From an optimization exercise on the open Yosys and OpenROAD flow, aimed at small area; shortcuts taken in it are not production practice. RTL that was checked went through simulation tests only; none was proved equivalent to the original. Power is estimated from default activity; no workload was simulated.

==> run E: inputs <==
// cnn_top
module cnn_top
(
    input  logic        clk,
    input  logic        reset,
    input  logic        load_req,
    input  logic [15:0] load_cmd,        
    output logic        load_ack,
    input  logic        run_req,
    output logic        run_ack,
    output logic [81:0] result           
);
    localparam logic [2:0] S_IDLE  = 3'd0;      
    localparam logic [2:0] S_CONV  = 3'd2;      
    localparam logic [2:0] S_CONV2 = 3'd3;      
    localparam logic [2:0] S_DENSE = 3'd4;
    localparam logic [2:0] S_FIN   = 3'd5;      
    localparam logic [2:0] S_ACK   = 3'd6;
    logic [2:0]  state;
    logic [5:0]  phi;
    logic [1:0]  ph;                         
    logic [1:0]  pl;                         
    logic [1:0]  cls;
    logic        wflag;                      
    logic [63:0][7:0] img;
    logic [8:0][7:0]  flt;
    logic [35:0][7:0] wts;
    logic [8:0][7:0]  fea;
    logic signed [19:0] scores [0:3];
    logic [1:0]  win_class;
    assign result = {win_class, scores[3], scores[2], scores[1], scores[0]};
    logic psi0;
    logic psi_end;
    logic t_last;                            
    assign psi0    = ph == 2'd0 && pl == 2'd0;
    assign psi_end = ph == 2'd2 && pl == 2'd2;
    assign t_last  = psi_end && cls == 2'd3 && phi == 6'd63;
    always_ff @(posedge clk or negedge reset)
    begin
        if (!reset)
        begin
            phi <= '0;
            ph  <= '0;
            pl  <= '0;
            cls <= '0;
  ...
clock: 10.0 ns
lec_check: 0
cap_margin: 20
core_margin: 2
core_utilization: 60
slew_margin: 20
standard.sh (not shown) runs the stock make flow with config.mk's settings and CLKGATE_MAP_FILE= SYNTH_SCRIPT=/design/flow/synth_recipe.tcl, a recipe that flattens the netlist after the stock synthesis.
==> flow/flow/run.sh <==
#!/bin/bash
set -euo pipefail
export BUFFER_PORTS_ARGS="-buffer_cell sky130_fd_sc_hd__buf_1"
export CTS_ARGS="-sink_clustering_enable -repair_clock_nets -dont_use_dummy_load -buf_list sky130_fd_sc_hd__clkbuf_8 -sink_clustering_size 18 -sink_clustering_max_diameter 80"
bash standard.sh > standard.log 2>&1
==> run K (differences from run E) <==
==> flow/flow/run.sh (replaced) <==
#!/bin/bash
# The standard layout (standard.sh, ORFS) with these changes:
# - input and output ports are buffered with the smallest buffer;
# - clock tree synthesis uses clkbuf_8 sink clusters and no dummy loads;
# - after floorplan, OpenROAD's restructure re-maps the combinational logic for
#   area (flow/restructure.tcl); registers are kept as synthesized.
# The make output goes to standard.log; each ORFS step keeps its own log.
set -euo pipefail
here=$(pwd)
export BUFFER_PORTS_ARGS="-buffer_cell sky130_fd_sc_hd__buf_1"
export CTS_ARGS="-sink_clustering_enable -repair_clock_nets -dont_use_dummy_load -buf_list sky130_fd_sc_hd__clkbuf_8 -sink_clustering_size 18 -sink_clustering_max_diameter 60"
export POST_FLOORPLAN_TCL="$here/flow/restructure.tcl"
export RECOVER_POWER=100
bash standard.sh > standard.log 2>&1
==> flow/flow/restructure.tcl (new file) <==
# Area recovery after floorplan: re-map the combinational logic with ABC for
# area (OpenROAD restructure). Registers are not touched.
set lib_in [lindex $::env(LIB_FILES) 0]
set work $::env(RESULTS_DIR)/restructure
file mkdir $work
set lib_out $work/lib_dont_use.lib

# a copy of the library with the platform's don't-use cells marked dont_use,
# so that ABC leaves them out
set fh [open $lib_in r]
set text [read $fh]
close $fh
set out ""
set pos 0
foreach {whole name} [regexp -all -inline -indices {cell\s*\(\s*"?([A-Za-z0-9_]+)"?\s*\)\s*\{} $text] {
  set end [lindex $whole 1]
  set cell [string range $text [lindex $name 0] [lindex $name 1]]
  append out [string range $text $pos $end]
  foreach pattern $::env(DONT_USE_CELLS) {
    if { [string match $pattern $cell] } {
      append out "\n    dont_use : true;"
      break
    }
  }
  set pos [expr {$end + 1}]
}
append out [string range $text $pos end]
set fh [open $lib_out w]
puts -nonewline $fh $out
close $fh

set tielo "[lindex $::env(TIELO_CELL_AND_PORT) 0]/[lindex $::env(TIELO_CELL_AND_PORT) 1]"
set tiehi "[lindex $::env(TIEHI_CELL_AND_PORT) 0]/[lindex $::env(TIEHI_CELL_AND_PORT) 1]"
report_design_area
restructure -target area -liberty_file $lib_out -tielo_port $tielo -tiehi_port $tiehi \
  -work_dir $work
report_design_area
==> comparison <==
In sequential cell count, run K and run E do not differ.
Via count: run E is smaller than run K (15%).
Run E produced a clean layout. Run K completed, yet does not pass: max-capacitance violations, max-slew violations.
In count of clock-buffer cells in the layout, run E and run K do not differ.
Between run K and run E, the lower non-clock buffer count is in run K (gap 28).
Die area is the same in run K and run E.
Sequential share of layout area: run E is lower than run K (1.6 points).

* * *

==> wip/maple <==
Another version of the RTL of cnn_top (not shown whole).
clock: 10.0 ns
lec_check: 0
abc_area: 1
cap_margin: 20
core_margin: 2
core_utilization: 70
slew_margin: 20
==> flow/flow/run.sh <==
#!/bin/bash
# The standard layout (standard.sh, ORFS) with these changes:
# - input and output ports are buffered with the smallest buffer;
# - clock tree synthesis uses clkbuf_8 sink clusters of up to 20 flip-flops and no dummy loads;
# - after floorplan, OpenROAD's restructure re-maps the combinational logic for
#   area (flow/restructure.tcl); registers are kept as synthesized.
# The make output goes to standard.log; each ORFS step keeps its own log.
set -euo pipefail
here=$(pwd)
export BUFFER_PORTS_ARGS="-buffer_cell sky130_fd_sc_hd__buf_1"
export CTS_ARGS="-sink_clustering_enable -repair_clock_nets -dont_use_dummy_load -buf_list sky130_fd_sc_hd__clkbuf_8 -sink_clustering_size 20 -sink_clustering_max_diameter 60"
export POST_FLOORPLAN_TCL="$here/flow/restructure.tcl"
bash standard.sh > standard.log 2>&1
==> flow/flow/restructure.tcl <==
# Area recovery after floorplan: re-map the combinational logic with ABC for
# area (OpenROAD restructure). Registers are not touched.
set lib_in [lindex $::env(LIB_FILES) 0]
set work $::env(RESULTS_DIR)/restructure
file mkdir $work
set lib_out $work/lib_dont_use.lib

# a copy of the library with the platform's don't-use cells marked dont_use,
# so that ABC leaves them out
set fh [open $lib_in r]
set text [read $fh]
close $fh
set out ""
set pos 0
foreach {whole name} [regexp -all -inline -indices {cell\s*\(\s*"?([A-Za-z0-9_]+)"?\s*\)\s*\{} $text] {
  set end [lindex $whole 1]
  set cell [string range $text [lindex $name 0] [lindex $name 1]]
  append out [string range $text $pos $end]
  foreach pattern $::env(DONT_USE_CELLS) {
    if { [string match $pattern $cell] } {
      append out "\n    dont_use : true;"
      break
    }
  }
  set pos [expr {$end + 1}]
}
append out [string range $text $pos end]
set fh [open $lib_out w]
puts -nonewline $fh $out
close $fh

set tielo "[lindex $::env(TIELO_CELL_AND_PORT) 0]/[lindex $::env(TIELO_CELL_AND_PORT) 1]"
set tiehi "[lindex $::env(TIEHI_CELL_AND_PORT) 0]/[lindex $::env(TIEHI_CELL_AND_PORT) 1]"
report_design_area
restructure -target area -liberty_file $lib_out -tielo_port $tielo -tiehi_port $tiehi \
  -work_dir $work
report_design_area
==> wip/onyx: changes against wip/maple <==
--- a/flow/design.v
+++ b/flow/design.v
@@ -676,11 +676,11 @@
                 if (cmp_cls == 2'(q))
                 begin
                     scores[q] <= scores[3];
                 end
             end
-            if (cmp_cls == 2'd0)
+            if (cmp_cls == 2'd0 || gtc[20])
             begin
                 win_class <= cmp_cls;
             end
         end
     end
--- a/flow/config.mk
+++ b/flow/config.mk
@@ -6,7 +6,7 @@
 export NUM_CORES = 4
 export LEC_CHECK = 0
 export ABC_AREA = 1
 export CAP_MARGIN = 20
 export CORE_MARGIN = 2
-export CORE_UTILIZATION = 70
+export CORE_UTILIZATION = 65
 export SLEW_MARGIN = 20
==> wip/juniper: changes against wip/maple <==
--- a/flow/design.v
+++ b/flow/design.v
@@ -676,11 +676,11 @@
                 if (cmp_cls == 2'(q))
                 begin
                     scores[q] <= scores[3];
                 end
             end
-            if (cmp_cls == 2'd0)
+            if (cmp_cls == 2'd0 || gtc[20])
             begin
                 win_class <= cmp_cls;
             end
         end
     end
==> flow/flow/run.sh (replaced) <==
#!/bin/bash
# The standard layout (standard.sh, ORFS) with these changes:
# - input and output ports are buffered with the smallest buffer;
# - clock tree synthesis uses clkbuf_8 sink clusters and no dummy loads;
# - after floorplan, OpenROAD's restructure re-maps the combinational logic for
#   area (flow/restructure.tcl); registers are kept as synthesized.
# The make output goes to standard.log; each ORFS step keeps its own log.
set -euo pipefail
here=$(pwd)
export BUFFER_PORTS_ARGS="-buffer_cell sky130_fd_sc_hd__buf_1"
export CTS_ARGS="-sink_clustering_enable -repair_clock_nets -dont_use_dummy_load -buf_list sky130_fd_sc_hd__clkbuf_8 -sink_clustering_size 19 -sink_clustering_max_diameter 60"
export POST_FLOORPLAN_TCL="$here/flow/restructure.tcl"
bash standard.sh > standard.log 2>&1
==> flow/config.mk (replaced) <==
export PLATFORM = sky130hd
export DESIGN_NAME = cnn_top
export DESIGN_NICKNAME = cnn_top
export VERILOG_FILES = /design/flow/design.v
export SDC_FILE = /design/flow/constraint.sdc
export NUM_CORES = 4
export LEC_CHECK = 0
export CAP_MARGIN = 20
export CORE_MARGIN = 2
export CORE_UTILIZATION = 65
export SLEW_MARGIN = 20
==> summary.txt <==
quantity	wip/onyx	wip/maple	wip/juniper
Share of the core filled with cells	70.04%	74.89%	70.00%
Number of logic inverters in the finished layout	89	91	99
Highest routed layer	met4	met5	met4
Proportion of cell area occupied by multi-input gates	16.15%	15.11%	16.65%
Die X-Extent	207.4 µm	198.1 µm	208.3 µm
Worst stage delay on the critical path	470 ps	500 ps	450 ps
Final-layout clock-cell area share	3.176%	2.899%	3.164%
Diode insertion count for antenna repair	0	3	3
Count of mapped cells out of synthesis	1,908	1,830	1,739
Area taken by flip-flops and latches	0.02154 mm²	0.02154 mm²	0.02154 mm²
Detailed Route WL	44.79 mm	43.48 mm	46.45 mm
Average wire per cell in the routed design	16.86 µm	17.00 µm	17.31 µm
Complex-gate fraction of the synthesized area	4.183%	2.647%	2.914%
Pwr Total	7561 µW	8173 µW	9833 µW
Status	finished clean	finished clean	finished clean
Launch instance of the worst min-delay path	fea[48]	img[423]	flt[15]
Cell area after placement	0.02763 mm²	0.02711 mm²	0.02775 mm²
The RTL of wip/maple was laid out without a check of its function.

[port drivers added, routing unchanged]
How much do the figures lean on ideal ports? The routed layouts below were timed once more, with nothing changed but the port constraints. Step 1 (the two cells are an assumption about what drives the block):
set clk [get_ports {clk}]
set_driving_cell -lib_cell sky130_fd_sc_hd__clkbuf_16 $clk
set_driving_cell -lib_cell sky130_fd_sc_hd__buf_2 [delete_from_list [all_inputs] $clk]
Step 2 moves the port delays by t, midway between the first and last clock arrival at a register: inputs arrive t later, outputs are due t later. That takes back most of the time a late clock gives input paths. a / b / c = no drivers / after step 1 / after step 2; a / b = the first two.
run | t, ns | setup slack, ns | worst setup path after step 2 | slew at the worst register clock pin (ns) | worst data-port slew with drivers (ns)
run E | 0.664 | 0.470 / 0.470 / 0.470 | register to register | 0.11 / 0.11 | 0.12
run K | 0.701 | 0.992 / 0.992 / 0.992 | register to register | 0.11 / 0.11 | 0.12
wip/maple | 0.695 | 0.960 / 0.960 / 0.960 | register to register | 0.12 / 0.12 | 0.10
wip/onyx | 0.651 | 1.052 / 1.052 / 1.052 | register to register | 0.11 / 0.11 | 0.05
wip/juniper | 0.671 | 1.140 / 1.140 / 1.140 | register to register | 0.11 / 0.11 | 0.11
